This design comes from an exercise in tuning for small area, a short achievable clock period and few clock cycles per item on the open sky130 flow, not from production work.
Function was checked by simulation only, so behaviour that the tests miss may differ from the original.
Power figures rest on the tool's default switching activity, not on a simulated workload.

==> flow/design.v <==
package miss_pkg;
    localparam int NLINE_W    = 26;
    localparam int SET_W      = 6;
    localparam int TAG_W      = 20;
    localparam int WAY_W      = 2;
    localparam int BEATS      = 4;
    localparam int BEAT_W     = 2;
    localparam int DATA_W     = 64;
    localparam int ID_W       = 4;
    localparam int MSHR_N     = 4;
    localparam int MSHR_W     = 2;
    localparam int DATA_DEPTH = 8;
    localparam int META_DEPTH = 2;
    localparam int ALLOC_W    = NLINE_W + WAY_W + BEAT_W + 2 * ID_W + 1;
    localparam int DATA_AW    = $clog2(DATA_DEPTH);
    localparam int META_AW    = $clog2(META_DEPTH);
    typedef struct packed {
        logic [NLINE_W-1:0] nline;
        logic [WAY_W-1:0]   way;
        logic [BEAT_W-1:0]  word;
        logic [ID_W-1:0]    sid;
        logic [ID_W-1:0]    tid;
        logic               need_rsp;
    } miss_alloc_t;
    typedef struct packed {
        logic        valid;
        miss_alloc_t req;
    } mshr_entry_t;
    typedef struct packed {
        logic [NLINE_W-1:0] nline;
        logic [MSHR_W-1:0]  id;
    } mem_req_t;
    typedef struct packed {
        logic [DATA_W-1:0] data;
        logic [MSHR_W-1:0] id;
        logic              error;
        logic              last;
    } mem_resp_t;
    typedef struct packed {
        logic [MSHR_W-1:0] id;
        logic              error;
    } refill_meta_t;
    typedef struct packed {
        logic [SET_W-1:0]  set;
        logic [WAY_W-1:0]  way;
        logic [BEAT_W-1:0] beat;
        logic [DATA_W-1:0] data;
    } refill_wr_t;
    typedef struct packed {
        logic [SET_W-1:0] set;
        logic [WAY_W-1:0] way;
        logic             valid;
        logic [TAG_W-1:0] tag;
    } dir_entry_t;
    typedef struct packed {
        logic [DATA_W-1:0] data;
        logic [ID_W-1:0]   sid;
        logic [ID_W-1:0]   tid;
        logic              error;
    } core_rsp_t;
endpackage
`timescale 1ns/1ps
module miss_handler (
    input  logic                         clk_i,
    input  logic                         rst_ni,
    input  logic                         alloc_valid_i,
    input  logic [38:0]                  alloc_i,
    output logic                         alloc_ready_o,
    output logic                         mshr_full_o,
    output logic                         mem_req_valid_o,
    output logic [27:0]                  mem_req_o,
    input  logic                         mem_req_ready_i,
    input  logic                         mem_resp_valid_i,
    input  logic [67:0]                  mem_resp_i,
    output logic                         mem_resp_ready_o,
    output logic                         refill_req_o,
    input  logic                         refill_gnt_i,
    output logic                         refill_wr_valid_o,
    output logic [73:0]                  refill_wr_o,
    output logic                         dir_wr_valid_o,
    output logic [28:0]                  dir_wr_o,
    output logic                         core_rsp_valid_o,
    output logic [72:0]                  core_rsp_o,
    input  logic [miss_pkg::NLINE_W-1:0] check_nline_i,
    output logic                         check_hit_o,
    output logic                         mshr_empty_o
);
    localparam int N = miss_pkg::MSHR_N;
    miss_pkg::miss_alloc_t alloc_s;
    miss_pkg::mem_resp_t   resp_s;
    miss_pkg::refill_wr_t  wr_s;
    miss_pkg::dir_entry_t  dir_s;
    miss_pkg::core_rsp_t   rsp_s;
    assign alloc_s = alloc_i;
    assign resp_s  = mem_resp_i;
    logic [N-1:0]                  valid_q;
    logic [miss_pkg::NLINE_W-1:0]  nline_q [N];
    logic [miss_pkg::WAY_W-1:0]    way_q   [N];
    logic [miss_pkg::BEAT_W-1:0]   word_q  [N];
    logic [miss_pkg::ID_W-1:0]     sid_q   [N];
    logic [miss_pkg::ID_W-1:0]     tid_q   [N];
    logic [N-1:0]                  rsp_q;
    logic [miss_pkg::MSHR_W-1:0]   idx_q, idx_d;
    logic [N-1:0]                  valid_d;
    logic                          take, ret;
    logic [miss_pkg::MSHR_W-1:0]   rid;
    assign mshr_full_o  = &valid_q;
    assign mshr_empty_o = ~|valid_q;
    assign alloc_ready_o   = mem_req_ready_i && !mshr_full_o;
    assign mem_req_valid_o = alloc_valid_i && !mshr_full_o;
    assign mem_req_o       = {alloc_s.nline, idx_q};
    assign take            = alloc_valid_i && alloc_ready_o;
    always_comb begin
        check_hit_o = 1'b0;
        for (int i = 0; i < N; i++) begin
            if (valid_q[i] && (nline_q[i] == check_nline_i)) begin
                check_hit_o = 1'b1;
            end
        end
    end
    always_comb begin
        valid_d = valid_q;
        if (ret) begin
            valid_d[rid] = 1'b0;
        end
        if (take) begin
            valid_d[idx_q] = 1'b1;
        end
    end
    always_comb begin
        idx_d = idx_q;
        if (!(mem_req_valid_o && !mem_req_ready_i)) begin
            idx_d = '0;
            for (int i = N - 1; i >= 0; i--) begin
                if (!valid_d[i]) begin
                    idx_d = miss_pkg::MSHR_W'(i);
                end
            end
        end
    end
    always_ff @(posedge clk_i or negedge rst_ni) begin
        if (!rst_ni) begin
            valid_q <= '0;
            idx_q   <= '0;
        end else begin
            valid_q <= valid_d;
            idx_q   <= idx_d;
        end
    end
    always_ff @(posedge clk_i) begin
        for (int i = 0; i < N; i++) begin
            if (take && idx_q == miss_pkg::MSHR_W'(i)) begin
                nline_q[i] <= alloc_s.nline;
                way_q[i]   <= alloc_s.way;
                word_q[i]  <= alloc_s.word;
                sid_q[i]   <= alloc_s.sid;
                tid_q[i]   <= alloc_s.tid;
                rsp_q[i]   <= alloc_s.need_rsp;
            end
        end
    end
    logic [miss_pkg::BEAT_W-1:0] cnt_q;
    logic                        mid, fire;
    assign mid              = (cnt_q != '0);
    assign refill_req_o     = mem_resp_valid_i && !mid;
    assign mem_resp_ready_o = mid || refill_gnt_i;
    assign fire             = mem_resp_valid_i && mem_resp_ready_o;
    assign rid              = resp_s.id;
    assign ret              = fire && (cnt_q == miss_pkg::BEAT_W'(miss_pkg::BEATS - 1));
    always_ff @(posedge clk_i or negedge rst_ni) begin
        if (!rst_ni) begin
            cnt_q <= '0;
        end else if (fire) begin
            cnt_q <= cnt_q + 1'b1;
        end
    end
    assign refill_wr_valid_o = fire && !resp_s.error;
    assign wr_s.set  = nline_q[rid][miss_pkg::SET_W-1:0];
    assign wr_s.way  = way_q[rid];
    assign wr_s.beat = cnt_q;
    assign wr_s.data = resp_s.data;
    assign refill_wr_o = wr_s;
    assign dir_wr_valid_o = ret;
    assign dir_s.set   = nline_q[rid][miss_pkg::SET_W-1:0];
    assign dir_s.way   = way_q[rid];
    assign dir_s.valid = !resp_s.error;
    assign dir_s.tag   = nline_q[rid][miss_pkg::NLINE_W-1 -: miss_pkg::TAG_W];
    assign dir_wr_o    = dir_s;
    assign core_rsp_valid_o = fire && rsp_q[rid] && (cnt_q == word_q[rid]);
    assign rsp_s.data  = resp_s.data;
    assign rsp_s.sid   = sid_q[rid];
    assign rsp_s.tid   = tid_q[rid];
    assign rsp_s.error = resp_s.error;
    assign core_rsp_o  = rsp_s;
endmodule
==> flow/flow/run.sh <==
#!/bin/bash
# Standard layout, with the port buffers made from plain buffers instead of
# the delay cells ORFS picks for sky130hd, and delay cells kept out of repair.
set -euo pipefail
cat >> config.mk <<'MK'
export BUFFER_PORTS_ARGS = -buffer_cell sky130_fd_sc_hd__buf_2
export DONT_USE_CELLS = sky130_fd_sc_hd__clkdlybuf4s15_1 sky130_fd_sc_hd__clkdlybuf4s15_2 sky130_fd_sc_hd__clkdlybuf4s18_1 sky130_fd_sc_hd__clkdlybuf4s18_2 sky130_fd_sc_hd__clkdlybuf4s25_1 sky130_fd_sc_hd__clkdlybuf4s25_2 sky130_fd_sc_hd__clkdlybuf4s50_1 sky130_fd_sc_hd__clkdlybuf4s50_2 sky130_fd_sc_hd__dlygate4sd1_1 sky130_fd_sc_hd__dlygate4sd2_1 sky130_fd_sc_hd__dlygate4sd3_1 sky130_fd_sc_hd__dlymetal6s2s_1 sky130_fd_sc_hd__dlymetal6s4s_1 sky130_fd_sc_hd__dlymetal6s6s_1

MK
bash standard.sh > standard.log 2>&1
==> flow/standard.sh <==
#!/bin/bash
# synth_recipe.tcl (not shown) runs the flow's synth.tcl, then flattens the netlist and writes it again
# the make line also repeats each setting of config.mk as NAME=value (left out here)
make -C /OpenROAD-flow-scripts/flow DESIGN_CONFIG=/design/flow/config.mk WORK_HOME=/design/flow/orfs CLKGATE_MAP_FILE= SYNTH_SCRIPT=/design/flow/synth_recipe.tcl "${@:-finish}"
==> flow/config.mk <==
export PLATFORM = sky130hd
export DESIGN_NAME = miss_handler
export DESIGN_NICKNAME = miss_handler
export VERILOG_FILES = /design/flow/design.v
export SDC_FILE = /design/flow/constraint.sdc
export NUM_CORES = 4
export LEC_CHECK = 0
export CAP_MARGIN = 20
export CORE_MARGIN = 2
export CORE_UTILIZATION = 40
export CTS_BUF_LIST = sky130_fd_sc_hd__clkbuf_8
export CTS_CLUSTER_DIAMETER = 120
export CTS_CLUSTER_SIZE = 40
export SETUP_SLACK_MARGIN = 1.5
export SLEW_MARGIN = 20
export BUFFER_PORTS_ARGS = -buffer_cell sky130_fd_sc_hd__buf_2
export DONT_USE_CELLS = sky130_fd_sc_hd__clkdlybuf4s15_1 sky130_fd_sc_hd__clkdlybuf4s15_2 sky130_fd_sc_hd__clkdlybuf4s18_1 sky130_fd_sc_hd__clkdlybuf4s18_2 sky130_fd_sc_hd__clkdlybuf4s25_1 sky130_fd_sc_hd__clkdlybuf4s25_2 sky130_fd_sc_hd__clkdlybuf4s50_1 sky130_fd_sc_hd__clkdlybuf4s50_2 sky130_fd_sc_hd__dlygate4sd1_1 sky130_fd_sc_hd__dlygate4sd2_1 sky130_fd_sc_hd__dlygate4sd3_1 sky130_fd_sc_hd__dlymetal6s2s_1 sky130_fd_sc_hd__dlymetal6s4s_1 sky130_fd_sc_hd__dlymetal6s6s_1

==> flow/constraint.sdc <==
create_clock -name core_clock -period 4.5 [get_ports {clk_i}]
set_input_delay 0.9000 -clock core_clock [delete_from_list [all_inputs] [get_ports {clk_i}]]
set_output_delay 0.9000 -clock core_clock [all_outputs]
set_load 0.01 [all_outputs]
==> flow_results.org, run 1 <==
** Worst setup path
- Along the worst path, the maximum fanout reaches 4.
- Tracing the worst setup path back leads to its startpoint at check_nline_i[0].
- Type of the worst setup path :: in -> out
- Worst endpoint data arrival time :: 2140 ps
- Data on the critical path is required at its endpoint by 3600 ps.
- Number of cells on the worst reg-to-reg path :: 5
- Endpoint of the lowest-slack register-to-register path :: nline_q[1][13]$_DFFE_PP_
- Type of destination of the critical path :: output pin
- Setup slack on the worst reg-to-reg path comes out at between 1500 and 2000 ps.
- The startpoint identified for the worst register-to-register timing path is valid_q[1]$_DFF_PN0_.
- Launching element type of the critical path :: primary input

** Clock tree
- Clock tree from TritonCTS :: done
- Clock tree synthesis found a total of 164 sinks.
- The longest clock path from root to sink contains 2 buffers.
- The root buffer cell chosen for the clock tree is sky130_fd_sc_hd__clkbuf_8.
- Hold buffers post-CTS :: 0
- Clock H-tree levels :: 4
- Clock buffers created by TritonCTS :: 17
- For the worst-skew pair, the clock arrives at the later sink with an insertion delay of 460 ps.
- Clock-pin transition on the worst setup and hold timing paths :: 90 ps

** Synthesis
- In this run, distinct cell masters in the synthesized netlist total 28.
- Synthesis produced 577 cells.
- Counting every net in the synthesized netlist gives 718.
- Top-area cell type share of the netlist area :: 0.549
- Number of warnings reported in the yosys synthesis log :: 6
- The synthesized design spends more area on one cell type than any other, namely sky130_fd_sc_hd__edfxtp_1.
- FF+latch count, synth :: 164
- Synth top area cells :: sky130_fd_sc_hd__edfxtp_1 (55%), sky130_fd_sc_hd__buf_4 (15%), sky130_fd_sc_hd__mux4_2 (10%)
- Summing every instance area after synthesis gives 8530 µm².
- Of the synthesized area, sequential elements account for 0.573.
- Averaged over all synthesized cells, the footprint is 14.8 µm².

** Power and ir drop
- Net Sw Power :: 1.15 mW
- The internal portion of the total power is 2.60 mW.
- Fraction of power consumed by combinational cells :: 0.212
- Worst IR Drop VDD :: slightly below 0.3 mV
- Share of total power in sequential cells :: 0.530
- Total power per unit cell area :: 406 nW/µm²
- Of the total power, the share spent switching nets is 0.307.
- Clock power share :: 0.258
- Summed over all cells, the static leakage comes to 3.30 nW.
- The design draws 3.75 mW.

** Global routing
- Via count of the first global-routing pass :: roughly 4800
- Entering global routing, the biggest net connects 41 pins.
- Summed over all layers, the global routing overflow is 0.
- The first global-routing pass estimated 32400 µm of wire.
- The initial antenna violation count was 3.
- Across every metal layer, demand over resource in global routing totals 0.206.

** Placement
- At the end of routability-driven placement, the weighted congestion stood at 0.809.
- Placed Instance Area :: 8440 µm²
- Half-perimeter wire length after placement :: 17600 µm
- Input and output buffers added on the ports amount to approximately 160.
- In this run, placement finished with an instance count of about 840.

** Floorplan
- In this run the count of I/O pins placed on the die edge is 353.
- Effective utilization at floorplan :: 0.407
- Die Area :: 22500 µm²
- Horizontal die dimension :: 150 µm
- After floorplanning, the core was sized to cover 21000 µm².
- Number of rows created at floorplan :: 53
- Vertical die dimension :: approximately 150 µm

** Drt
- The pre-antenna-repair detailed-routing pass consisted of 4 iterations.
- Summing over every cut layer, the via total after detailed routing is 4595.
- In the routed design, unresolved DRC markers number 0.
- WL final :: 23200 µm
- The first routing iteration left 265 violations.
- Post-detailed-route wirelength per cell :: around 27 µm
- Final antenna-violating net count :: 0
- Average via count per standard cell :: 5.26

** Min path
- Tightest Hold Check Type :: in -> async

** STA
- Clock skew on the completed layout was measured at 12.2 ps.
- The number of max-slew violations in the final report is 0.
- Setup Total Neg Slack :: 0 ps
- Based on the critical path, the design can be clocked at up to 329 MHz.
- Hold Vio Cnt, Final :: 0
- Setup repair after global routing could not meet its margin everywhere.
- Worst Max-Slew Pin Slew :: ~840 ps
- Number of failing setup endpoints in the final timing report :: 0
- After layout, the minimum clock period comes to 3040 ps.
- Fraction of the cycle the final worst path needs :: 0.675
- Measured against its own limit, the worst slew margin works out to 0.437.

** Cells and area
- The finished layout holds 873 standard cells, fillers aside.
- Filler cells :: 1926
- Layout overhead on the synthesized area :: 8.30%
- Most common library cell in the layout ignoring fill and taps :: sky130_fd_sc_hd__edfxtp_1
- # nets final :: 725
- In the layout the commonest cells are sky130_fd_sc_hd__edfxtp_1 (156), sky130_fd_sc_hd__buf_2 (149), sky130_fd_sc_hd__xor2_1 (44).
- Proportion of layout cells with a drive suffix above 1 :: 0.469
- Fin area :: ~9200 µm²

** Run
- Across the run, the number of max-cap violations was 0.

** Status
- The flow ran to the end and the layout has no timing, DRC or antenna violations.
-- routing by layer --
metal | vias up | part of all wire | global-route usage
li1 | 1961 | - | -
met1 | 2263 | 0.34 | 0.225
met2 | 330 | 0.51 | 0.347
met3 | 35 | 0.13 | 0.111
met4 | 6 | 0.016 | 0.0599
met5 | - | 0.0029 | 0.0136
-- state kept, by name, indices dropped and copies added (netlist names) --
register,count
nline_q,104
rsp_q,4
cnt_q,2
sid_q,16
idx_q,2
tid_q,16
way_q,8
word_q,8
valid_q,4
-- worst max-delay path, cell delays in order --
cell                      delay, ps
sky130_fd_sc_hd__buf_6          120
sky130_fd_sc_hd__xnor2_2        170
sky130_fd_sc_hd__nand4_1        180
sky130_fd_sc_hd__nor4_2         320
sky130_fd_sc_hd__nand4_1        120
sky130_fd_sc_hd__nand4_1        170
sky130_fd_sc_hd__buf_2          160
-- per-stage QoR --
step	utilization	setup WS, ps	hold WS (ps)
floorplan	-	1460	544
global placement	0.403	914	507
detailed placement	0.403	905	560
CTS	0.440	1480	227
global route	0.441	1400	241
finish	0.441	1460	267
-- synthesized netlist by cell type --
master                     number
sky130_fd_sc_hd__nand4_1       24
sky130_fd_sc_hd__inv_2          4
sky130_fd_sc_hd__o41a_1         1
sky130_fd_sc_hd__o41ai_2        1
sky130_fd_sc_hd__ha_1           2
sky130_fd_sc_hd__and2_1         5
sky130_fd_sc_hd__buf_2          4
sky130_fd_sc_hd__o41ai_1        2
sky130_fd_sc_hd__o31ai_1        1
sky130_fd_sc_hd__a21oi_1        2
sky130_fd_sc_hd__nor2_1         4
sky130_fd_sc_hd__dfrtp_1        8
sky130_fd_sc_hd__xor2_1        44
sky130_fd_sc_hd__nand3_1        2
sky130_fd_sc_hd__a21oi_2        1
sky130_fd_sc_hd__nor2b_1        2
sky130_fd_sc_hd__buf_4        168
sky130_fd_sc_hd__mux2_2         1
sky130_fd_sc_hd__o21ai_1        1
sky130_fd_sc_hd__clkbuf_1      10
sky130_fd_sc_hd__edfxtp_1     156
sky130_fd_sc_hd__mux4_2        39
sky130_fd_sc_hd__inv_1          6
sky130_fd_sc_hd__nor3_1         6
sky130_fd_sc_hd__nor4_1        14
sky130_fd_sc_hd__and2b_1        1
sky130_fd_sc_hd__nand2_1        5
sky130_fd_sc_hd__xnor2_1       63
-- timing repair --
action | CTS | global route
gates cloned | 1 | 0
endpoints found under the setup margin | 46 | 3
resized for setup | 62 | 3
endpoints found under the hold margin | 0 | 0
pin swaps | 22 | 0
buffers inserted | 4 | 0
-- how the worst max path moves through the flow --
stage                                  to  slack, ps  cells past startpoint
after global routing          check_hit_o       1400                      7
after CTS                     check_hit_o       1480                      7
after detailed placement     dir_wr_o[12]        910                      4
after floorplan           refill_wr_o[67]       1460                      5
final                         check_hit_o       1460                      7
after global placement       dir_wr_o[23]        910                      4
-- cell type report --
type	count	area, µm²	area share
flip-flops and latches	164	4880	0.529
repair buffers	170	1020	0.111
clock buffers	17	234	0.0253
clock inverters	15	123	0.0133
multi-input cells	221	2590	0.281
inverters	10	37.5	0.00406
diodes	1	2.50	0.000271
well taps	275	344	0.0372
-- cell families after synthesis --
logic type      count (synthesis)  share of synthesized area
simple gates                   63                     0.0425
buf+inv                       192                      0.159
flops                         164                      0.573
mux                            40                      0.104
fa+ha+maj                       2                    0.00293
compound gates                  9                    0.00895
xor+xnor                      107                      0.110
-- power by group through the flow --
stage	clock network, mW	registers, mW	logic, mW
final	0.968	1.99	0.796
after global placement	0	2.00	0.754
after global routing	1.05	2.01	0.862
after detailed placement	0	2.02	0.761
after CTS	0.997	1.99	0.811
after floorplan	0	1.99	0.579
Testbench counts, summed over its fixed seeds: cycles 9,977, items 2,400.
==> run 2: changes to the inputs <==
--- a/flow/config.mk
+++ b/flow/config.mk
@@ -8,9 +8,9 @@
 export CAP_MARGIN = 20
 export CORE_MARGIN = 2
 export CORE_UTILIZATION = 40
-export CTS_BUF_LIST = sky130_fd_sc_hd__clkbuf_8
-export CTS_CLUSTER_DIAMETER = 120
-export CTS_CLUSTER_SIZE = 40
+export CTS_BUF_LIST = sky130_fd_sc_hd__clkbuf_16
+export CTS_CLUSTER_DIAMETER = 150
+export CTS_CLUSTER_SIZE = 50
 export SETUP_SLACK_MARGIN = 1.5
 export SLEW_MARGIN = 20
 export BUFFER_PORTS_ARGS = -buffer_cell sky130_fd_sc_hd__buf_2
==> flow_results.org, run 2 <==
** Synthesis
- The flip-flop and latch count after synthesis is 164 (unchanged).
- The sequential area share after synthesis is 0.573 (unchanged).
- The average size of a mapped cell came to 14.8 µm² (unchanged).
- The number of synthesized flops with an enable pin was 156 (unchanged).
- The synthesized cell area was 8530 µm² (unchanged).
- Number of warnings reported in the yosys synthesis log :: 6 (unchanged)
- The area share of the leading cell type in the synthesized netlist came to 0.549 (unchanged).
- Share of async-settable or async-resettable flops after synthesis :: 0.0488 (unchanged)
- Post-synth top area cell :: sky130_fd_sc_hd__edfxtp_1 (unchanged)
- Cell types with the highest counts after synthesis: sky130_fd_sc_hd__buf_4 (168), sky130_fd_sc_hd__edfxtp_1 (156), sky130_fd_sc_hd__xnor2_1 (63) (unchanged).
- Synth top area cells: sky130_fd_sc_hd__edfxtp_1 (55%), sky130_fd_sc_hd__buf_4 (15%), sky130_fd_sc_hd__mux4_2 (10%) (unchanged).
- Count of distinct cell types in the synthesized netlist :: 28 (unchanged)
- Main flop type after synthesis :: sky130_fd_sc_hd__edfxtp_1 (unchanged)
- The post-synthesis instance total was 577 (unchanged).
- Most numerous cell in the Yosys netlist :: sky130_fd_sc_hd__buf_4 (unchanged)
- Synthesized netlist net count :: 718 (unchanged)

** Drt
- The via count is 4598 (was 4595).
- Post-detailed-route wirelength per cell :: 26.5 µm (about the same)
- Number of violations reported at the end of detailed-routing iteration 0 :: 289 (was 265)
- The number of design rule violations left after detail routing is 0 (unchanged).
- Average via count per standard cell :: 5.28 (was 5.26)
- Final antenna-violating net count :: 0 (unchanged)
- WL final :: 23100 µm (was 23200 µm)
- The length of the first detailed-routing pass in iterations came to 6 (was 4).

** STA
- Achievable Freq :: 329 MHz (about the same)
- The part of the cycle the worst path needs came to 0.675 (about the same).
- The pin slew with the least headroom to its limit was 831 ps (was 844 ps).
- Relative slew slack :: 0.446 (was 0.437)
- The number of hold violations in the final report was 0 (unchanged).
- The final setup skew is 8.39 ps (was 12.2 ps).
- RSZ-0062 raised after global routing: true (unchanged).
- The final sum of negative setup slack is 0 ps (unchanged).
- Number of failing setup endpoints in the final timing report :: 0 (unchanged)
- The worst-case hold slack was 303 ps (was 267 ps).
- The number of max-slew violations in the final report was 0 (unchanged).
- Setup slack after layout :: 1460 ps (about the same)
- The post-layout minimum cycle time came to 3040 ps (about the same).

** Cells and area
- The count of nets after finishing came to 723 (was 725).
- The layout-stage area growth over the synthesis result came to 10.4% (was 8.30%).
- The fraction of final layout cells with drive strength greater than 1 was 0.471 (was 0.469).
- Most used cells in the layout excluding fill and tap cells :: sky130_fd_sc_hd__edfxtp_1 (156), sky130_fd_sc_hd__buf_2 (149), sky130_fd_sc_hd__xor2_1 (44) (unchanged)
- The number of flip-flops in the largest register came to 104 (unchanged).
- Most common library cell in the layout ignoring fill and taps :: sky130_fd_sc_hd__edfxtp_1 (unchanged)
- The total of fill cells in the finished design is 1910 (was 1926).
- Fin area :: 9420 µm² (was 9240 µm²)
- Largest registers: nline_q (104), sid_q (16), tid_q (16) (unchanged).
- Register ranked first by flip-flop count :: nline_q (unchanged)
- Core Util, Final :: 0.449 (was 0.441)

** Floorplan
- The initial cell density of the core is 0.407 (unchanged).
- The overall die width came to 150 µm (unchanged).
- The I/O pin total is 353 (unchanged).
- The row count was 53 (unchanged).
- The die outline area is 22500 µm² (unchanged).
- Vertical die dimension :: 150 µm (unchanged)
- Core area :: 21000 µm² (unchanged)

** Min path
- The type of the tightest min-delay check is in -> async (unchanged).

** Power and ir drop
- The static leakage was 3.38 nW (was 3.30 nW).
- The largest voltage drop on the vdd net is 0.280 mV (was 0.297 mV).
- Total power per unit cell area :: 438 nW/µm² (was 406 nW/µm²)

** Worst setup path
- Type of destination of the critical path :: output pin (unchanged)
- The source of the worst register-to-register timing path was valid_q[1]$_DFF_PN0_ (unchanged).
- The maximum fanout count along the critical path came to 4 (unchanged).
- The required time of the critical path came to 3600 ps (about the same).
- The number of cells traversed by the worst register-to-register path was 5 (unchanged).
- The category of the most critical setup path was in -> out (unchanged).
- The endpoint arrival time on the critical path came to 2140 ps (about the same).
- Endpoint of the lowest-slack register-to-register path :: nline_q[1][3]$_DFFE_PP_ (was nline_q[1][13]$_DFFE_PP_)
- The register-to-register setup slack is 1950 ps (was 1940 ps).
- The category of the worst setup path launch point was a primary input (unchanged).

** Placement
- Setup Slack @ Placement :: 905 ps (unchanged)
- The routability congestion estimate from global placement was 0.809 (unchanged).
- Half-perimeter wire length after placement :: 17600 µm (unchanged)
- Placed Instance Area :: 8440 µm² (unchanged)
- Quantity of I/O buffers inserted on ports :: 159 (unchanged)

** Clock tree
- Hold buffers post-CTS :: 0 (unchanged)
- The worst-skew pair later-pin latency came to 430 ps (was 460 ps).
- Clock tree from TritonCTS :: done (unchanged)
- The total clock buffers created by CTS is 17 (unchanged).
- Clock H-tree levels :: 4 (unchanged)
- Clock-pin transition on the worst setup and hold timing paths :: 70 ps (was 90 ps)
- Root buffer cell :: sky130_fd_sc_hd__clkbuf_16 (was sky130_fd_sc_hd__clkbuf_8)
- The largest buffer count on any clock path is 2 (unchanged).
- Sinks on Clock Net :: 164 (unchanged)

** Status
- Result of the run :: finished clean (unchanged)

** Global routing
- Number of antenna violations at the first check in global routing :: 3 (unchanged)
- The via count of the first global-routing pass is 4765 (was 4766).
- Overall fraction of global-route tracks in use :: 0.207 (was 0.206)
- The first-pass GRT wire length is 32400 µm (about the same).
- The largest net degree at the start of global routing came to 41 (unchanged).
- The remaining global-route overflow came to 0 (unchanged).

** Run
- The number of maximum-capacitance violations came to 0 (unchanged).
[run 2: power by group]
group | internal [mW] | leakage (nW) | total [mW] | switching, mW
clock network | 0.718 | 0.268 | 1.34 | 0.620
registers | 1.87 | 1.51 | 1.99 | 0.124
logic | 0.340 | 1.60 | 0.794 | 0.454
[run 2: what timing repair did]
action / CTS / global route
resized for setup: 60 / 7
buffers inserted: 3 / 0
pin swaps: 22 / 1
endpoints found under the hold margin: 0 / 0
endpoints found under the setup margin: 46 / 3
[run 2: per-layer routing]
metal	GRT usage	vias up	wire [µm]
li1	-	1970	-
met1	0.222	2245	7780
met2	0.349	340	11800
met3	0.114	37	3020
met4	0.0590	6	420
met5	0.0136	-	67
[run 2: cells by family after synthesis]
kind of cell	after synthesis	share of synthesized area
buffers and inverters	192	0.159
muxes	40	0.104
xor gates and xnor gates	107	0.110
and+or+nand+nor	63	0.0425
adders and majority gates	2	0.00293
DFF	164	0.573
AOI/OAI and AO/OA	9	0.00895
[run 2: stage by stage]
step	std cells	power, mW
detailed placement	835	2.78
finish	871	4.12
CTS	870	4.17
floorplan	577	2.57
global placement	835	2.76
global route	870	4.29
[run 2: area by class of cell]
cell class	count	area [µm²]	share of cell area
Clock buffer	17	425	0.0452
Inverter	10	37.5	0.00399
Timing Repair Buffer	168	983	0.104
Antenna cell	1	2.50	0.000266
Tap cell	275	344	0.0365
Clock inverter	15	123	0.0130
Sequential cell	164	4880	0.519
Multi-Input combinational cell	221	2620	0.278
[run 2: worst max path at each step]
stage | from | depth (start not counted) | slack (ps) | to
3_3_place_gp | mem_resp_i[2] | 4 | 910 | dir_wr_o[23]
5_1_grt | check_nline_i[5] | 7 | 1410 | check_hit_o
2_1_floorplan | mem_resp_i[2] | 5 | 1460 | refill_wr_o[67]
6_report | check_nline_i[0] | 7 | 1460 | check_hit_o
3_5_place_dp | mem_resp_i[2] | 4 | 910 | dir_wr_o[12]
4_1_cts | check_nline_i[9] | 7 | 1480 | check_hit_o
[run 2: critical path: stages]
cell and delay (ps):
sky130_fd_sc_hd__buf_6 120, sky130_fd_sc_hd__xnor2_2 170, sky130_fd_sc_hd__nand4_1 180, sky130_fd_sc_hd__nor4_2 320, sky130_fd_sc_hd__nand4_1 120, sky130_fd_sc_hd__nand4_1 170, sky130_fd_sc_hd__buf_2 160
==> run 3: changes to the inputs <==
--- a/flow/design.v
+++ b/flow/design.v
@@ -186,7 +186,11 @@
     assign dir_s.valid = !resp_s.error;
     assign dir_s.tag   = nline_q[rid][miss_pkg::NLINE_W-1 -: miss_pkg::TAG_W];
     assign dir_wr_o    = dir_s;
-    assign core_rsp_valid_o = fire && rsp_q[rid] && (cnt_q == word_q[rid]);
+    logic [N-1:0] word_now;
+    for (genvar g = 0; g < N; g++) begin : g_word
+        assign word_now[g] = rsp_q[g] && (word_q[g] == cnt_q);
+    end
+    assign core_rsp_valid_o = fire && word_now[rid];
     assign rsp_s.data  = resp_s.data;
     assign rsp_s.sid   = sid_q[rid];
     assign rsp_s.tid   = tid_q[rid];
--- a/flow/flow/run.sh
+++ b/flow/flow/run.sh
@@ -5,6 +5,5 @@
 cat >> config.mk <<'MK'
 export BUFFER_PORTS_ARGS = -buffer_cell sky130_fd_sc_hd__buf_2
 export DONT_USE_CELLS = sky130_fd_sc_hd__clkdlybuf4s15_1 sky130_fd_sc_hd__clkdlybuf4s15_2 sky130_fd_sc_hd__clkdlybuf4s18_1 sky130_fd_sc_hd__clkdlybuf4s18_2 sky130_fd_sc_hd__clkdlybuf4s25_1 sky130_fd_sc_hd__clkdlybuf4s25_2 sky130_fd_sc_hd__clkdlybuf4s50_1 sky130_fd_sc_hd__clkdlybuf4s50_2 sky130_fd_sc_hd__dlygate4sd1_1 sky130_fd_sc_hd__dlygate4sd2_1 sky130_fd_sc_hd__dlygate4sd3_1 sky130_fd_sc_hd__dlymetal6s2s_1 sky130_fd_sc_hd__dlymetal6s4s_1 sky130_fd_sc_hd__dlymetal6s6s_1
-
 MK
 bash standard.sh > standard.log 2>&1
--- a/flow/config.mk
+++ b/flow/config.mk
@@ -8,11 +8,8 @@
 export CAP_MARGIN = 20
 export CORE_MARGIN = 2
 export CORE_UTILIZATION = 40
-export CTS_BUF_LIST = sky130_fd_sc_hd__clkbuf_16
-export CTS_CLUSTER_DIAMETER = 150
-export CTS_CLUSTER_SIZE = 50
+export CTS_BUF_LIST = sky130_fd_sc_hd__clkbuf_8
 export SETUP_SLACK_MARGIN = 1.5
 export SLEW_MARGIN = 20
 export BUFFER_PORTS_ARGS = -buffer_cell sky130_fd_sc_hd__buf_2
 export DONT_USE_CELLS = sky130_fd_sc_hd__clkdlybuf4s15_1 sky130_fd_sc_hd__clkdlybuf4s15_2 sky130_fd_sc_hd__clkdlybuf4s18_1 sky130_fd_sc_hd__clkdlybuf4s18_2 sky130_fd_sc_hd__clkdlybuf4s25_1 sky130_fd_sc_hd__clkdlybuf4s25_2 sky130_fd_sc_hd__clkdlybuf4s50_1 sky130_fd_sc_hd__clkdlybuf4s50_2 sky130_fd_sc_hd__dlygate4sd1_1 sky130_fd_sc_hd__dlygate4sd2_1 sky130_fd_sc_hd__dlygate4sd3_1 sky130_fd_sc_hd__dlymetal6s2s_1 sky130_fd_sc_hd__dlymetal6s4s_1 sky130_fd_sc_hd__dlymetal6s6s_1
-
==> flow_results.org, run 3 <==
** Status
- Result of the run: finished clean (unchanged).

** Worst setup path
- Cells traversed along the worst timing path: buf_2 > xnor2_1 > nand4_1 > nor4_2 > nand4_1 > nand4_1 > buf_2 (was buf_6 > xnor2_2 > nand4_1 > nor4_2 > nand4_1 > nand4_1 > buf_2).
- Setup crit start :: check_nline_i[5] (was check_nline_i[0])
- The critical-path cell with the highest stage delay was sky130_fd_sc_hd__nor4_2 (unchanged).
- FF-to-FF Start :: valid_q[1]$_DFF_PN0_ (unchanged)
- The maximum single-stage delay on the critical path is 370 ps (was 320 ps).
- Worst endpoint data arrival time :: 2240 ps (was 2140 ps)
- The maximum fanout count along the critical path came to 4 (unchanged).
- The required time of the critical path was 3600 ps (about the same).
- The endpoint of the worst register-to-register path is nline_q[1][17]$_DFFE_PP_ (was nline_q[1][3]$_DFFE_PP_).
- Launching element type of the critical path :: primary input (unchanged)
- Cell repeated most along the worst path :: sky130_fd_sc_hd__nand4_1 (unchanged)
- The number of cells traversed by the worst register-to-register path came to 5 (unchanged).
- The kind of end point of the critical path was an output pin (unchanged).
- The category of the most critical setup path is in -> out (unchanged).
- The end of the critical path is check_hit_o (unchanged).
- The register-to-register setup slack came to 2130 ps (was 1950 ps).

** STA
- Number of pins with negative max-slew slack in the final report :: 0 (unchanged)
- RSZ-0062 raised after global routing :: true (unchanged)
- Hold Vio Cnt, Final :: 0 (unchanged)
- The final sum of negative setup slack came to 0 ps (unchanged).
- The post-layout minimum cycle time was 3140 ps (was 3040 ps).
- Number of failing setup endpoints in the final timing report :: 0 (unchanged)
- Relative slew slack :: 0.312 (was 0.446)
- The final setup skew is 8.07 ps (was 8.39 ps).
- The part of the cycle the worst path needs came to 0.698 (was 0.675).
- Achievable Freq :: 318 MHz (was 329 MHz)
- The pin slew with the least headroom to its limit was 1020 ps (was 831 ps).

** Global routing
- Busiest layer in global routing :: met2 (unchanged)
- The global-route met1 utilization was 0.219 (was 0.222).
- Overall fraction of global-route tracks in use :: 0.207 (about the same)
- Via count of the first global-routing pass :: 4789 (was 4765)
- The initial antenna violation count is 3 (unchanged).
- The largest net degree at the start of global routing is 40 (was 41).
- The met2 track demand over resource in global routing was 0.354 (was 0.349).
- First-pass GRT wire length :: 32500 µm (was 32400 µm)
- Total overflow reported by the global router :: 0 (unchanged)
- Routing usage on met3 :: 0.115 (was 0.114)

** Synthesis
- Number of synthesized flops with an enable pin :: 156 (unchanged)
- FF+latch count, synth :: 164 (unchanged)
- Main flop type after synthesis :: sky130_fd_sc_hd__edfxtp_1 (unchanged)
- The most frequent cell after synthesis is sky130_fd_sc_hd__buf_4 (unchanged).
- The sequential area share after synthesis was 0.571 (was 0.573).
- Post-synth top area cell :: sky130_fd_sc_hd__edfxtp_1 (unchanged)
- The area share of the leading cell type in the synthesized netlist is 0.548 (was 0.549).
- Number of warnings reported in the yosys synthesis log :: 6 (unchanged)
- Count of distinct cell types in the synthesized netlist :: 32 (was 28)
- Synth top area cells: sky130_fd_sc_hd__edfxtp_1 (55%), sky130_fd_sc_hd__buf_4 (15%), sky130_fd_sc_hd__mux4_2 (9.5%) (was sky130_fd_sc_hd__edfxtp_1 (55%), sky130_fd_sc_hd__buf_4 (15%), sky130_fd_sc_hd__mux4_2 (10%)).
- Share of async-settable or async-resettable flops after synthesis :: 0.0488 (unchanged)
- The net count after synthesis was 729 (was 718).
- Cell types with the highest counts after synthesis: sky130_fd_sc_hd__buf_4 (166), sky130_fd_sc_hd__edfxtp_1 (156), sky130_fd_sc_hd__xnor2_1 (67) (was sky130_fd_sc_hd__buf_4 (168), sky130_fd_sc_hd__edfxtp_1 (156), sky130_fd_sc_hd__xnor2_1 (63)).
- The synthesized cell area was 8550 µm² (was 8530 µm²).
- Synthesized instance count :: 588 (was 577)
- The average size of a mapped cell was 14.5 µm² (was 14.8 µm²).

** Floorplan
- Core area :: 21000 µm² (about the same)
- The die outline area was 22600 µm² (was 22500 µm²).
- Effective utilization at floorplan :: 0.407 (about the same)
- The die outline height is 150 µm (about the same).
- Horizontal die dimension :: 150 µm (about the same)
- I/O pins :: 353 (unchanged)
- The row count was 53 (unchanged).

** Power and ir drop
- Total power per unit cell area :: 411 nW/µm² (was 438 nW/µm²)
- Static Leakage :: 3.35 nW (was 3.38 nW)
- Worst IR Drop VDD :: 0.201 mV (was 0.280 mV)

** Clock tree
- The total clock buffers created by CTS is 17 (unchanged).
- Clock tree from TritonCTS :: done (unchanged)
- Clock-pin transition on the worst setup and hold timing paths :: 90 ps (was 70 ps)
- Clock latency at the later pin of the worst-skew pair :: 460 ps (was 430 ps)
- Root buffer cell :: sky130_fd_sc_hd__clkbuf_8 (was sky130_fd_sc_hd__clkbuf_16)
- Longest Clk Path Bufs :: 2 (unchanged)
- Sinks on Clock Net :: 164 (unchanged)
- The number of hold buffers added after cts is 0 (unchanged).
- The number of H-tree branching levels was 4 (unchanged).

** Cells and area
- The count of nets after finishing was 734 (was 723).
- The commonest non-fill, non-tap cell in the layout is sky130_fd_sc_hd__edfxtp_1 (unchanged).
- Register ranked first by flip-flop count :: nline_q (unchanged)
- The fraction of final layout cells with drive strength greater than 1 came to 0.469 (was 0.471).
- The area of all placed cells without fillers was 9380 µm² (was 9420 µm²).
- Number of flip-flops under the largest register name :: 104 (unchanged)
- The total of fill cells in the finished design was 1878 (was 1910).
- Layout overhead on the synthesized area :: 9.62% (was 10.4%)
- Most used cells in the layout excluding fill and tap cells :: sky130_fd_sc_hd__edfxtp_1 (156), sky130_fd_sc_hd__buf_2 (149), sky130_fd_sc_hd__xor2_1 (44) (unchanged)
- Largest registers :: nline_q (104), sid_q (16), tid_q (16) (unchanged)

** Drt
- Via count :: 4592 (was 4598)
- The number of design rule violations left after detail routing was 0 (unchanged).
- WL final :: 23700 µm (was 23100 µm)
- The number of antenna-violating nets in the routed design is 0 (unchanged).
- First-pass iteration count of the detailed router :: 5 (was 6)
- Number of violations reported at the end of detailed-routing iteration 0 :: 304 (was 289)
- The wire length per cell after detailed routing came to 26.8 µm (was 26.5 µm).
- Average via count per standard cell :: 5.20 (was 5.28)

** Min path
- Tightest Hold Check Type :: in -> async (unchanged)

** Placement
- Global placement routability congestion :: 0.808 (was 0.809)
- The count of buffers from port buffering is 159 (unchanged).
- Half-perimeter wire length after placement :: 18200 µm (was 17600 µm)
- The cell area reported after detailed placement came to 8470 µm² (was 8440 µm²).

** Run
- Number of max-cap violations :: 0 (unchanged)
## run 3: area by class of cell
class	instances	area, µm²	share of cell area
repair buffers	169	1000	0.107
clock inverters	15	150	0.0160
well taps	275	344	0.0367
inverters	12	45.0	0.00480
clock buffers	17	234	0.0249
multi-input cells	229	2710	0.289
diodes	2	5.00	0.000534
flip-flops and latches	164	4890	0.521
## run 3: worst min path at each step
| stage | slack, ps | start | cells after the start | endpoint |
|---|---|---|---|---|
| 4_1_cts | 240 | rst_ni | 1 | cnt_q[0]$_DFFE_PN0P_ |
| 3_3_place_gp | 630 | idx_q[1]$_DFFE_PN0N_ | 2 | idx_q[1]$_DFFE_PN0N_ |
| 3_5_place_dp | 630 | idx_q[1]$_DFFE_PN0N_ | 2 | idx_q[1]$_DFFE_PN0N_ |
| 2_1_floorplan | 560 | valid_q[0]$_DFF_PN0_ | 2 | valid_q[0]$_DFF_PN0_ |
| 6_report | 270 | rst_ni | 1 | cnt_q[0]$_DFFE_PN0P_ |
| 5_1_grt | 250 | rst_ni | 1 | cnt_q[0]$_DFFE_PN0P_ |
## run 3: cells by family (layout without fill, tap and decap cells)
group	Yosys count	after routing	synth area share
flip-flops	164	164	0.571
multiplexers	37	37	0.0961
AND/OR/NAND/NOR	66	66	0.0450
adder cells (fa/ha/maj)	2	2	0.00292
other	0	2	0
XOR/XNOR	111	111	0.114
AO/OA/AOI/OAI	13	13	0.0123
buffers and inverters	195	213	0.159
## run 3: repair_timing
item                                    CTS  global route
endpoints found under the setup margin   47             4
setup buffers                             1             0
resized for setup                        57            24
pin swaps                                13            13
gates cloned                              1             0
hold endpoints to repair                  0             0
## run 3: worst max-delay path, delay by kind of cell
| family | cells | cell delay (ps) |
|---|---|---|
| buf+inv | 2 | 310 |
| simple gates | 4 | 870 |
| xor+xnor | 1 | 150 |
## run 3: per-stage QoR
stage          instances  hold slack [ps]  total power [mW]  utilization  setup slack, ps
6_report             883              267              3.86        0.446             1360
5_1_grt              881              252              4.03        0.446             1340
4_1_cts              881              239              3.88        0.439             1390
3_5_place_dp         847              626              2.81        0.403             1020
3_3_place_gp         847              628              2.79        0.403             1060
2_1_floorplan        588              561              2.61            -             1560
## run 3: where the power goes
group	total [mW]	switching, mW	internal, mW	leakage (nW)
registers	2.01	0.143	1.87	1.51
logic	0.826	0.458	0.368	1.66
clock network	1.02	0.571	0.451	0.186
## run 3: routing by layer
| layer | share of wire | vias to the layer above |
|---|---|---|
| li1 | - | 1998 |
| met4 | 0.016 | 0 |
| met3 | 0.13 | 33 |
| met1 | 0.34 | 2260 |
| met5 | 0 | - |
| met2 | 0.51 | 301 |
Testbench counts of run 3, summed over its fixed seeds: cycles 9,977, items 2,400.
==> run 4: changes to the inputs <==
--- a/flow/flow/run.sh
+++ b/flow/flow/run.sh
@@ -5,5 +5,6 @@
 cat >> config.mk <<'MK'
 export BUFFER_PORTS_ARGS = -buffer_cell sky130_fd_sc_hd__buf_2
 export DONT_USE_CELLS = sky130_fd_sc_hd__clkdlybuf4s15_1 sky130_fd_sc_hd__clkdlybuf4s15_2 sky130_fd_sc_hd__clkdlybuf4s18_1 sky130_fd_sc_hd__clkdlybuf4s18_2 sky130_fd_sc_hd__clkdlybuf4s25_1 sky130_fd_sc_hd__clkdlybuf4s25_2 sky130_fd_sc_hd__clkdlybuf4s50_1 sky130_fd_sc_hd__clkdlybuf4s50_2 sky130_fd_sc_hd__dlygate4sd1_1 sky130_fd_sc_hd__dlygate4sd2_1 sky130_fd_sc_hd__dlygate4sd3_1 sky130_fd_sc_hd__dlymetal6s2s_1 sky130_fd_sc_hd__dlymetal6s4s_1 sky130_fd_sc_hd__dlymetal6s6s_1
+
 MK
-bash standard.sh > standard.log 2>&1
+bash standard.sh MATCH_CELL_FOOTPRINT=0 finish > standard.log 2>&1
--- a/flow/config.mk
+++ b/flow/config.mk
@@ -13,3 +13,4 @@
 export SLEW_MARGIN = 20
 export BUFFER_PORTS_ARGS = -buffer_cell sky130_fd_sc_hd__buf_2
 export DONT_USE_CELLS = sky130_fd_sc_hd__clkdlybuf4s15_1 sky130_fd_sc_hd__clkdlybuf4s15_2 sky130_fd_sc_hd__clkdlybuf4s18_1 sky130_fd_sc_hd__clkdlybuf4s18_2 sky130_fd_sc_hd__clkdlybuf4s25_1 sky130_fd_sc_hd__clkdlybuf4s25_2 sky130_fd_sc_hd__clkdlybuf4s50_1 sky130_fd_sc_hd__clkdlybuf4s50_2 sky130_fd_sc_hd__dlygate4sd1_1 sky130_fd_sc_hd__dlygate4sd2_1 sky130_fd_sc_hd__dlygate4sd3_1 sky130_fd_sc_hd__dlymetal6s2s_1 sky130_fd_sc_hd__dlymetal6s4s_1 sky130_fd_sc_hd__dlymetal6s6s_1
+
==> flow_results.org, run 4 <==
** Status
- Result of the run :: finished clean (unchanged)

** Worst setup path
- Type of the worst setup path :: in -> out (unchanged)
- Setup crit start :: check_nline_i[4] (was check_nline_i[5])
- Cells traversed along the worst timing path :: buf_6 > xnor2_4 > nand4_1 > nor4_2 > nand4_1 > nand4_1 > buf_2 (was buf_2 > xnor2_1 > nand4_1 > nor4_2 > nand4_1 > nand4_1 > buf_2)
- The required time of the critical path was 3600 ps (about the same).
- Cell repeated most along the worst path :: sky130_fd_sc_hd__nand4_1 (unchanged)
- The category of the worst setup path launch point was a primary input (unchanged).
- Peak per-stage delay on the critical path :: 370 ps (about the same)
- The kind of end point of the critical path was an output pin (unchanged).
- Slowest library cell on the worst path :: sky130_fd_sc_hd__nor4_2 (unchanged)
- The maximum fanout count along the critical path was 4 (unchanged).
- The source of the worst register-to-register timing path is valid_q[1]$_DFF_PN0_ (unchanged).
- Worst endpoint data arrival time :: 2210 ps (was 2240 ps)

** Synthesis
- Cell types with the highest counts after synthesis :: sky130_fd_sc_hd__buf_4 (166), sky130_fd_sc_hd__edfxtp_1 (156), sky130_fd_sc_hd__xnor2_1 (67) (unchanged)
- Top-area cell type share of the netlist area :: 0.548 (unchanged)
- Synthesized area :: 8550 µm² (unchanged)
- The most frequent cell after synthesis is sky130_fd_sc_hd__buf_4 (unchanged).
- FF+latch count, synth :: 164 (unchanged)
- Post-synth top area cell :: sky130_fd_sc_hd__edfxtp_1 (unchanged)
- The count of different cell masters after synthesis is 32 (unchanged).
- Synth top area cells :: sky130_fd_sc_hd__edfxtp_1 (55%), sky130_fd_sc_hd__buf_4 (15%), sky130_fd_sc_hd__mux4_2 (9.5%) (unchanged)
- The number of synthesized flops with an enable pin is 156 (unchanged).
- Synthesized instance count :: 588 (unchanged)
- The top flip-flop cell by instance count after synthesis is sky130_fd_sc_hd__edfxtp_1 (unchanged).
- The number of warning messages in the yosys log is 6 (unchanged).
- The net count after synthesis was 729 (unchanged).
- The share of flip-flops with an asynchronous set or reset is 0.0488 (unchanged).
- The average size of a mapped cell is 14.5 µm² (unchanged).
- The sequential area share after synthesis is 0.571 (unchanged).

** Global routing
- Overall fraction of global-route tracks in use :: 0.207 (about the same)
- The largest net degree at the start of global routing came to 40 (unchanged).
- Total overflow reported by the global router :: 0 (unchanged)
- The initial antenna violation count was 2 (was 3).
- The first-pass GRT wire length is 32500 µm (unchanged).
- The via count of the first global-routing pass was 4801 (was 4789).

** Floorplan
- The overall die width is 150 µm (unchanged).
- I/O pins :: 353 (unchanged)
- The die outline height is 150 µm (unchanged).
- The floorplan core area came to 21000 µm² (unchanged).
- Number of rows created at floorplan :: 53 (unchanged)
- Effective utilization at floorplan :: 0.407 (unchanged)
- Die Area :: 22600 µm² (unchanged)

** STA
- The final setup skew was 9.42 ps (was 8.07 ps).
- Relative slew slack :: 0.318 (was 0.312)
- The worst-case hold slack was 266 ps (was 267 ps).
- The part of the cycle the worst path needs came to 0.690 (was 0.698).
- Hold Vio Cnt, Final :: 0 (unchanged)
- RSZ-0062 raised after global routing: true (unchanged).
- The pin slew with the least headroom to its limit was 1020 ps (about the same).
- Achievable Freq :: 322 MHz (was 318 MHz)
- The number of max-slew violations in the final report came to 0 (unchanged).
- Final critical-path required period :: 3110 ps (was 3140 ps)
- Setup Total Neg Slack :: 0 ps (unchanged)
- Number of failing setup endpoints in the final timing report :: 0 (unchanged)

** Cells and area
- Layout overhead on the synthesized area :: 10.6% (was 9.62%)
- The largest register by flop count is nline_q (unchanged).
- The commonest non-fill, non-tap cell in the layout is sky130_fd_sc_hd__edfxtp_1 (unchanged).
- Proportion of layout cells with a drive suffix above 1 :: 0.478 (was 0.469)
- Area used by multi-input combinational logic :: 2770 µm² (was 2710 µm²)
- The utilization after layout came to 0.450 (was 0.446).
- The number of flip-flops in the largest register was 104 (unchanged).
- # nets final :: 735 (was 734)
- Largest registers :: nline_q (104), sid_q (16), tid_q (16) (unchanged)
- Sequential cell area in the final layout :: 4890 µm² (unchanged)
- Fin area :: 9460 µm² (was 9380 µm²)
- Most used cells in the layout excluding fill and tap cells :: sky130_fd_sc_hd__edfxtp_1 (156), sky130_fd_sc_hd__buf_2 (144), sky130_fd_sc_hd__xor2_1 (44) (was sky130_fd_sc_hd__edfxtp_1 (156), sky130_fd_sc_hd__buf_2 (149), sky130_fd_sc_hd__xor2_1 (44))
- The total of fill cells in the finished design was 1875 (was 1878).

** Drt
- The wire length per cell after detailed routing was 27.0 µm (was 26.8 µm).
- Final antenna-violating net count :: 0 (unchanged)
- Post-detailed-route DRC marker count :: 0 (unchanged)
- The average via count per standard cell came to 5.22 (was 5.20).
- Number of violations reported at the end of detailed-routing iteration 0 :: 272 (was 304)
- Via count :: 4613 (was 4592)
- First-pass iteration count of the detailed router :: 4 (was 5)
- WL final :: 23800 µm (was 23700 µm)

** Clock tree
- Clock-pin transition on the worst setup and hold timing paths :: 90 ps (about the same)
- Clock tree from TritonCTS :: done (unchanged)
- Longest Clk Path Bufs :: 2 (unchanged)
- Sinks on Clock Net :: 164 (unchanged)
- Root buffer cell :: sky130_fd_sc_hd__clkbuf_8 (unchanged)
- Clock latency at the later pin of the worst-skew pair :: 460 ps (about the same)
- Hold buffers post-CTS :: 0 (unchanged)
- The total clock buffers created by CTS is 17 (unchanged).
- Clock H-tree levels :: 4 (unchanged)

** Power and ir drop
- The static leakage is 3.40 nW (was 3.35 nW).
- The power per cell area was 409 nW/µm² (was 411 nW/µm²).
- Net Sw Power :: 1.18 mW (was 1.17 mW)
- The power consumption came to 3.87 mW (was 3.86 mW).
- The power share of the sequential group is 0.520 (was 0.521).
- The internal power consumption is 2.69 mW (was 2.68 mW).
- Fraction of power consumed by combinational cells :: 0.215 (was 0.214)
- The share of total power consumed by net switching came to 0.305 (was 0.304).
- The largest voltage drop on the vdd net came to 0.202 mV (was 0.201 mV).
- Clock power share :: 0.265 (about the same)

** Placement
- Quantity of I/O buffers inserted on ports :: 159 (unchanged)
- Global placement routability congestion :: 0.808 (unchanged)
- The post-DP HPWL came to 18200 µm (unchanged).
- Placed Instance Area :: 8470 µm² (unchanged)

** Min path
- Tightest Hold Check Type :: in -> async (unchanged)

** Run
- Number of max-cap violations :: 0 (unchanged)
-- run 4: through the flow --
step / setup slack (ps) / cells
detailed placement: 1020 / 847
global route: 1320 / 882
floorplan: 1560 / 588
finish: 1390 / 884
CTS: 1390 / 881
global placement: 1060 / 847
-- run 4: logic make-up (layout without fill, tap and decap cells) --
logic type	after synthesis	in the layout	synth area share
AND/OR/NAND/NOR	66	66	0.0450
other	0	2	0
buffers and inverters	195	214	0.159
multiplexers	37	37	0.0961
adder cells (fa/ha/maj)	2	2	0.00292
XOR/XNOR	111	111	0.114
flip-flops	164	164	0.571
AO/OA/AOI/OAI	13	13	0.0123
-- run 4: timing repair --
| item | in CTS | in global routing |
|---|---|---|
| setup endpoints to repair | 47 | 5 |
| resized for setup | 69 | 38 |
| endpoints found under the hold margin | 0 | 0 |
| cloned | 1 | 0 |
| setup buffers | 1 | 1 |
| pin swaps | 19 | 18 |
-- run 4: final timing paths --
| path | end | slack, ps | depth (start not counted) |
|---|---|---|---|
| setup / recovery | check_hit_o | 1390 | 7 |
| hold / removal | cnt_q[0]$_DFFE_PN0P_ | 270 | 1 |
| setup reg to reg | way_q[1][1]$_DFFE_PP_ | 2120 | 5 |
| hold reg to reg | cnt_q[0]$_DFFE_PN0P_ | 630 | 1 |
| max in group asynchronous | cnt_q[0]$_DFFE_PN0P_ | 4050 | 1 |
| min in group core_clock | cnt_q[0]$_DFFE_PN0P_ | 630 | 1 |
-- run 4: metal layers --
layer,vias up,global-route usage,share of wire
li1,1997,-,-
met1,2259,0.219,0.33
met2,322,0.355,0.51
met3,35,0.115,0.14
met4,0,0.0594,0.017
met5,-,0.0136,0
-- run 4: critical path: cells and delay by family --
family                    cells  cell delay (ps)
buffers and inverters         2              300
and+or+nand+nor               4              860
xor gates and xnor gates      1              140
-- run 4: cell type report --
| cell class | instances | area share |
|---|---|---|
| sequential | 164 | 0.517 |
| multi-input combinational | 229 | 0.292 |
| timing repair buffer | 170 | 0.109 |
| tap | 275 | 0.0364 |
| clock buffer | 17 | 0.0247 |
| clock inverter | 15 | 0.0159 |
| inverter | 12 | 0.00476 |
| antenna | 2 | 0.000529 |
-- run 4: power by group through the flow --
stage | Sequential (mW) | Combinational, mW | Clock (mW)
after floorplan | 2.00 | 0.611 | 0
after global placement | 2.02 | 0.766 | 0
after detailed placement | 2.03 | 0.777 | 0
after CTS | 2.01 | 0.828 | 1.05
after global routing | 2.03 | 0.896 | 1.11
final | 2.01 | 0.834 | 1.02
==> run 5: changes to the inputs <==
==> flow/flow/run.sh (replaced) <==
#!/bin/bash
# Standard layout, with the port buffers made from plain buffers instead of
# the delay cells ORFS picks for sky130hd, and delay cells kept out of repair.
set -euo pipefail
cat >> config.mk <<'MK'
export BUFFER_PORTS_ARGS = -buffer_cell sky130_fd_sc_hd__buf_1
export DONT_USE_CELLS = sky130_fd_sc_hd__clkdlybuf4s15_1 sky130_fd_sc_hd__clkdlybuf4s15_2 sky130_fd_sc_hd__clkdlybuf4s18_1 sky130_fd_sc_hd__clkdlybuf4s18_2 sky130_fd_sc_hd__clkdlybuf4s25_1 sky130_fd_sc_hd__clkdlybuf4s25_2 sky130_fd_sc_hd__clkdlybuf4s50_1 sky130_fd_sc_hd__clkdlybuf4s50_2 sky130_fd_sc_hd__dlygate4sd1_1 sky130_fd_sc_hd__dlygate4sd2_1 sky130_fd_sc_hd__dlygate4sd3_1 sky130_fd_sc_hd__dlymetal6s2s_1 sky130_fd_sc_hd__dlymetal6s4s_1 sky130_fd_sc_hd__dlymetal6s6s_1
MK
bash standard.sh > standard.log 2>&1
--- a/flow/config.mk
+++ b/flow/config.mk
@@ -11,6 +11,5 @@
 export CTS_BUF_LIST = sky130_fd_sc_hd__clkbuf_8
 export SETUP_SLACK_MARGIN = 1.5
 export SLEW_MARGIN = 20
-export BUFFER_PORTS_ARGS = -buffer_cell sky130_fd_sc_hd__buf_2
+export BUFFER_PORTS_ARGS = -buffer_cell sky130_fd_sc_hd__buf_1
 export DONT_USE_CELLS = sky130_fd_sc_hd__clkdlybuf4s15_1 sky130_fd_sc_hd__clkdlybuf4s15_2 sky130_fd_sc_hd__clkdlybuf4s18_1 sky130_fd_sc_hd__clkdlybuf4s18_2 sky130_fd_sc_hd__clkdlybuf4s25_1 sky130_fd_sc_hd__clkdlybuf4s25_2 sky130_fd_sc_hd__clkdlybuf4s50_1 sky130_fd_sc_hd__clkdlybuf4s50_2 sky130_fd_sc_hd__dlygate4sd1_1 sky130_fd_sc_hd__dlygate4sd2_1 sky130_fd_sc_hd__dlygate4sd3_1 sky130_fd_sc_hd__dlymetal6s2s_1 sky130_fd_sc_hd__dlymetal6s4s_1 sky130_fd_sc_hd__dlymetal6s6s_1
-
==> flow_results.org, run 5 <==
** STA
- The final sum of negative setup slack was 0 ps (unchanged).
- Number of pins with negative max-slew slack in the final report :: 0 (unchanged)
- Worst hold slack :: 351 ps (was 266 ps)
- The worst path setup slack after routing came to 1370 ps (was 1390 ps).
- RSZ-0062 raised after global routing: true (unchanged).
- Worst Max-Slew Pin Slew :: 1080 ps (was 1020 ps)
- The number of hold violations in the final report is 0 (unchanged).
- Number of failing setup endpoints in the final timing report :: 0 (unchanged)
- The top achievable clock speed is 319 MHz (was 322 MHz).
- The part of the cycle the worst path needs is 0.696 (was 0.690).
- The final setup skew was 13.4 ps (was 9.42 ps).
- The post-layout minimum cycle time is 3130 ps (was 3110 ps).
- Relative slew slack :: 0.275 (was 0.318)

** Drt
- First-pass iteration count of the detailed router :: 4 (unchanged)
- The number of design rule violations left after detail routing came to 0 (unchanged).
- Final antenna-violating net count :: 0 (unchanged)
- Post-detailed-route wirelength per cell :: 27.1 µm (was 27.0 µm)
- The initial detailed-routing violation count came to 356 (was 272).
- The aggregate routed wire length was 24000 µm (was 23800 µm).
- The via count came to 4547 (was 4613).
- The average via count per standard cell is 5.13 (was 5.22).

** Power and ir drop
- The power consumption came to 3.90 mW (was 3.87 mW).
- The static leakage came to 2.98 nW (was 3.40 nW).
- Switching Share :: 0.295 (was 0.305)
- The combinational share of power was 0.203 (was 0.215).
- The reported net switching power is 1.15 mW (was 1.18 mW).
- The internal power consumption was 2.75 mW (was 2.69 mW).
- Total power per unit cell area :: 426 nW/µm² (was 409 nW/µm²)
- The largest voltage drop on the vdd net is 0.197 mV (was 0.202 mV).
- Share of total power in sequential cells :: 0.515 (was 0.520)
- The portion of total power attributed to the clock network is 0.282 (was 0.265).

** Cells and area
- The count of non-filler cells in the finished layout came to 886 (was 884).
- Most common library cell in the layout ignoring fill and taps :: sky130_fd_sc_hd__edfxtp_1 (unchanged)
- The layout-stage area growth over the synthesis result was 7.14% (was 10.6%).
- The storage element area is 4890 µm² (unchanged).
- Number of flip-flops under the largest register name :: 104 (unchanged)
- Core Util, Final :: 0.436 (was 0.450)
- Filler cells :: 1866 (was 1875)
- The largest register by flop count is nline_q (unchanged).
- Fin area :: 9170 µm² (was 9460 µm²)
- The multi-input combinational cell area came to 2630 µm² (was 2770 µm²).
- Largest registers: nline_q (104), sid_q (16), tid_q (16) (unchanged).
- Most used cells in the layout excluding fill and tap cells: sky130_fd_sc_hd__edfxtp_1 (156), sky130_fd_sc_hd__buf_1 (133), sky130_fd_sc_hd__xor2_1 (44) (was sky130_fd_sc_hd__edfxtp_1 (156), sky130_fd_sc_hd__buf_2 (144), sky130_fd_sc_hd__xor2_1 (44)).
- The count of nets after finishing is 736 (was 735).
- Proportion of layout cells with a drive suffix above 1 :: 0.242 (was 0.478)

** Global routing
- Via count of the first global-routing pass :: 4816 (was 4801)
- The overall fraction of global-route tracks in use was 0.210 (was 0.207).
- First-pass GRT wire length :: 32700 µm (was 32500 µm)
- The remaining global-route overflow is 0 (unchanged).
- Pin count of the biggest net entering global routing :: 40 (unchanged)
- The initial antenna violation count was 3 (was 2).

** Placement
- Half-perimeter wire length after placement :: 18000 µm (was 18200 µm)
- Placed Instance Area :: 8280 µm² (was 8470 µm²)
- The routability congestion estimate from global placement was 0.826 (was 0.808).
- Placed Cells incl. Taps :: 846 (was 847)
- Quantity of I/O buffers inserted on ports :: 159 (unchanged)
- The worst slack after detailed placement came to 1090 ps (was 1020 ps).

** Floorplan
- The row count came to 53 (unchanged).
- The overall die width is 150 µm (unchanged).
- The die outline area came to 22600 µm² (unchanged).
- I/O pins :: 353 (unchanged)
- The floorplan core area was 21000 µm² (unchanged).
- Vertical die dimension :: 150 µm (unchanged)
- The initial cell density of the core came to 0.407 (unchanged).

** Worst setup path
- FF-to-FF Start :: valid_q[3]$_DFF_PN0_ (was valid_q[1]$_DFF_PN0_)
- The register-to-register setup slack came to 2020 ps (was 2120 ps).
- Cells traversed along the worst timing path: buf_2 > xnor2_1 > nand4_1 > nor4_1 > nand4_1 > nand4_1 > buf_2 (was buf_6 > xnor2_4 > nand4_1 > nor4_2 > nand4_1 > nand4_1 > buf_2).
- The category of the most critical setup path is in -> out (unchanged).
- The cell occurring most often along the worst timing path was sky130_fd_sc_hd__nand4_1 (unchanged).
- Peak per-stage delay on the critical path :: 310 ps (was 370 ps)
- Launching element type of the critical path :: primary input (unchanged)
- Type of destination of the critical path :: output pin (unchanged)
- The endpoint of the worst register-to-register path is nline_q[0][24]$_DFFE_PP_ (was way_q[1][1]$_DFFE_PP_).
- Worst endpoint data arrival time :: 2230 ps (was 2210 ps)
- The maximum fanout count along the critical path is 4 (unchanged).
- Number of cells on the worst reg-to-reg path :: 4 (was 5)
- The required time of the critical path was 3600 ps (about the same).
- Slowest library cell on the worst path :: sky130_fd_sc_hd__nor4_1 (was sky130_fd_sc_hd__nor4_2)

** Synthesis
- Synthesized area :: 8550 µm² (unchanged)
- Fraction of the yosys area taken by sequential cells :: 0.571 (unchanged)
- The number of synthesized flops with an enable pin is 156 (unchanged).
- Mean cell area of the mapped netlist :: 14.5 µm² (unchanged)
- The share of flip-flops with an asynchronous set or reset came to 0.0488 (unchanged).
- The count of different cell masters after synthesis is 32 (unchanged).
- Main flop type after synthesis :: sky130_fd_sc_hd__edfxtp_1 (unchanged)
- Main combinational cell family by area after synthesis :: buffers and inverters (unchanged)
- Number of warnings reported in the yosys synthesis log :: 6 (unchanged)
- Cell types with the highest counts after synthesis :: sky130_fd_sc_hd__buf_4 (166), sky130_fd_sc_hd__edfxtp_1 (156), sky130_fd_sc_hd__xnor2_1 (67) (unchanged)
- Synthesized instance count :: 588 (unchanged)
- Xor/xnor cell area share of the yosys netlist :: 0.114 (unchanged)
- The compound-cell area share of the yosys netlist was 0.0123 (unchanged).
- Synth top area cells :: sky130_fd_sc_hd__edfxtp_1 (55%), sky130_fd_sc_hd__buf_4 (15%), sky130_fd_sc_hd__mux4_2 (9.5%) (unchanged)
- Top-area cell type share of the netlist area :: 0.548 (unchanged)
- The net count after synthesis came to 729 (unchanged).
- The post-synthesis adder-cell area fraction came to 0.00293 (unchanged).
- The flip-flop and latch count after synthesis came to 164 (unchanged).
- Most numerous cell in the Yosys netlist :: sky130_fd_sc_hd__buf_4 (unchanged)
- Simple-gate share of the synthesized area :: 0.0450 (unchanged)
- Mux cell area share after synthesis :: 0.0961 (unchanged)
- The cell type contributing the most total cell area after synthesis is sky130_fd_sc_hd__edfxtp_1 (unchanged).

** Clock tree
- The clock-pin slew on the worst setup and hold paths was 90 ps (about the same).
- Sinks on Clock Net :: 164 (unchanged)
- Longest Clk Path Bufs :: 2 (unchanged)
- The number of H-tree branching levels is 4 (unchanged).
- Clock tree from TritonCTS :: done (unchanged)
- Root buffer cell :: sky130_fd_sc_hd__clkbuf_8 (unchanged)
- Clock buffers created by TritonCTS :: 17 (unchanged)
- The worst-skew pair later-pin latency is 460 ps (about the same).
- Hold buffers post-CTS :: 0 (unchanged)

** Status
- Result of the run: finished clean (unchanged).

** Run
- The number of maximum-capacitance violations came to 0 (unchanged).

** Min path
- The type of the tightest min-delay check is in -> async (unchanged).
run 5: cell counts after synthesis:
Identical to the previous run, type by type.
run 5: power by group through the flow:
stage | Combinational, mW | Sequential, mW | Clock (mW)
4_1_cts | 0.788 | 2.01 | 1.12
3_3_place_gp | 0.734 | 2.02 | 0
2_1_floorplan | 0.611 | 2.00 | 0
3_5_place_dp | 0.745 | 2.03 | 0
6_report | 0.791 | 2.01 | 1.10
5_1_grt | 0.852 | 2.03 | 1.19
run 5: metal layers:
layer  part of all wire  track usage  vias to the layer above
li1                   -            -                     1997
met1               0.34        0.224                     2233
met2               0.51        0.355                      289
met3               0.14        0.122                       28
met4              0.013       0.0528                        0
met5                  0       0.0136                        -
run 5: critical path, delay by kind of cell:
kind                      cells  cell delay [ps]
xor gates and xnor gates      1              200
and+or+nand+nor               4              830
buffers and inverters         2              310
run 5: worst max-delay path by stage:
stage                                 start               to  slack, ps  cells past startpoint
after floorplan               mem_resp_i[2]  refill_wr_o[73]       1560                      4
after global placement        mem_resp_i[3]     dir_wr_o[25]       1070                      4
after detailed placement      mem_resp_i[3]  refill_wr_o[70]       1090                      4
after CTS                 check_nline_i[24]      check_hit_o       1360                      7
after global routing      check_nline_i[14]      check_hit_o       1280                      7
final                      check_nline_i[2]      check_hit_o       1370                      7
run 5: logic make-up after synthesis:
kind of cell               Yosys count
adders and majority gates            2
and+or+nand+nor                     66
buffers and inverters              195
xor gates and xnor gates           111
AOI/OAI and AO/OA                   13
DFF                                164
muxes                               37
run 5: layout make-up:
| type | instances | share of cell area |
|---|---|---|
| inverter | 12 | 0.00519 |
| multi-input combinational | 229 | 0.287 |
| clock buffer | 17 | 0.0255 |
| clock inverter | 15 | 0.0192 |
| timing repair buffer | 171 | 0.0913 |
| sequential | 164 | 0.533 |
| tap | 275 | 0.0375 |
| antenna | 3 | 0.000819 |
run 5: timing repair:
action                                 in CTS  in global routing
endpoints found under the hold margin       0                  0
setup buffers                               1                  2
resized for setup                          65                 29
pin swaps                                  14                 16
cloned                                      2                  0
setup endpoints to repair                  46                  3

==> afterwards: timing with drivers on the ports <==
No port has a modelled driver above. Below, the same layouts with a new extraction and two added sets of constraints. Step 1 (the two cells are an assumption about what drives the block):
set clk [get_ports {clk_i}]
set_driving_cell -lib_cell sky130_fd_sc_hd__clkbuf_16 $clk
set_driving_cell -lib_cell sky130_fd_sc_hd__buf_2 [delete_from_list [all_inputs] $clk]
Step 2, shift: input delay + t, output delay - t, t = (earliest + latest rising clock arrival at the registers) / 2. This alone moves slack from input paths to output paths. Slacks: no drivers / after step 1 / after step 2; pairs: no drivers / after step 1.
| run | t (ns) | setup WS [ns] | worst hold slack (ns) | clock arrival spread, ns | cell pins on the clock port's net |
|---|---|---|---|---|---|
| run 1 | 0.492 | 1.462 / 1.427 / 1.427 | 0.267 / 0.257 / 0.568 | 0.012 / 0.013 | 1 |
| run 2 | 0.470 | 1.462 / 1.411 / 1.411 | 0.303 / 0.287 / 0.567 | 0.012 / 0.012 | 1 |
| run 3 | 0.489 | 1.359 / 1.317 / 1.317 | 0.267 / 0.253 / 0.626 | 0.015 / 0.015 | 1 |
| run 4 | 0.491 | 1.394 / 1.351 / 1.351 | 0.266 / 0.252 / 0.626 | 0.015 / 0.015 | 1 |
| run 5 | 0.487 | 1.367 / 1.327 / 1.327 | 0.351 / 0.342 / 0.622 | 0.013 / 0.014 | 1 |
After both steps every run listed still meets setup and hold. For run 2, which loses most, drivers alone change the setup slack by -0.051 ns; drivers and shift together by -0.051 ns.
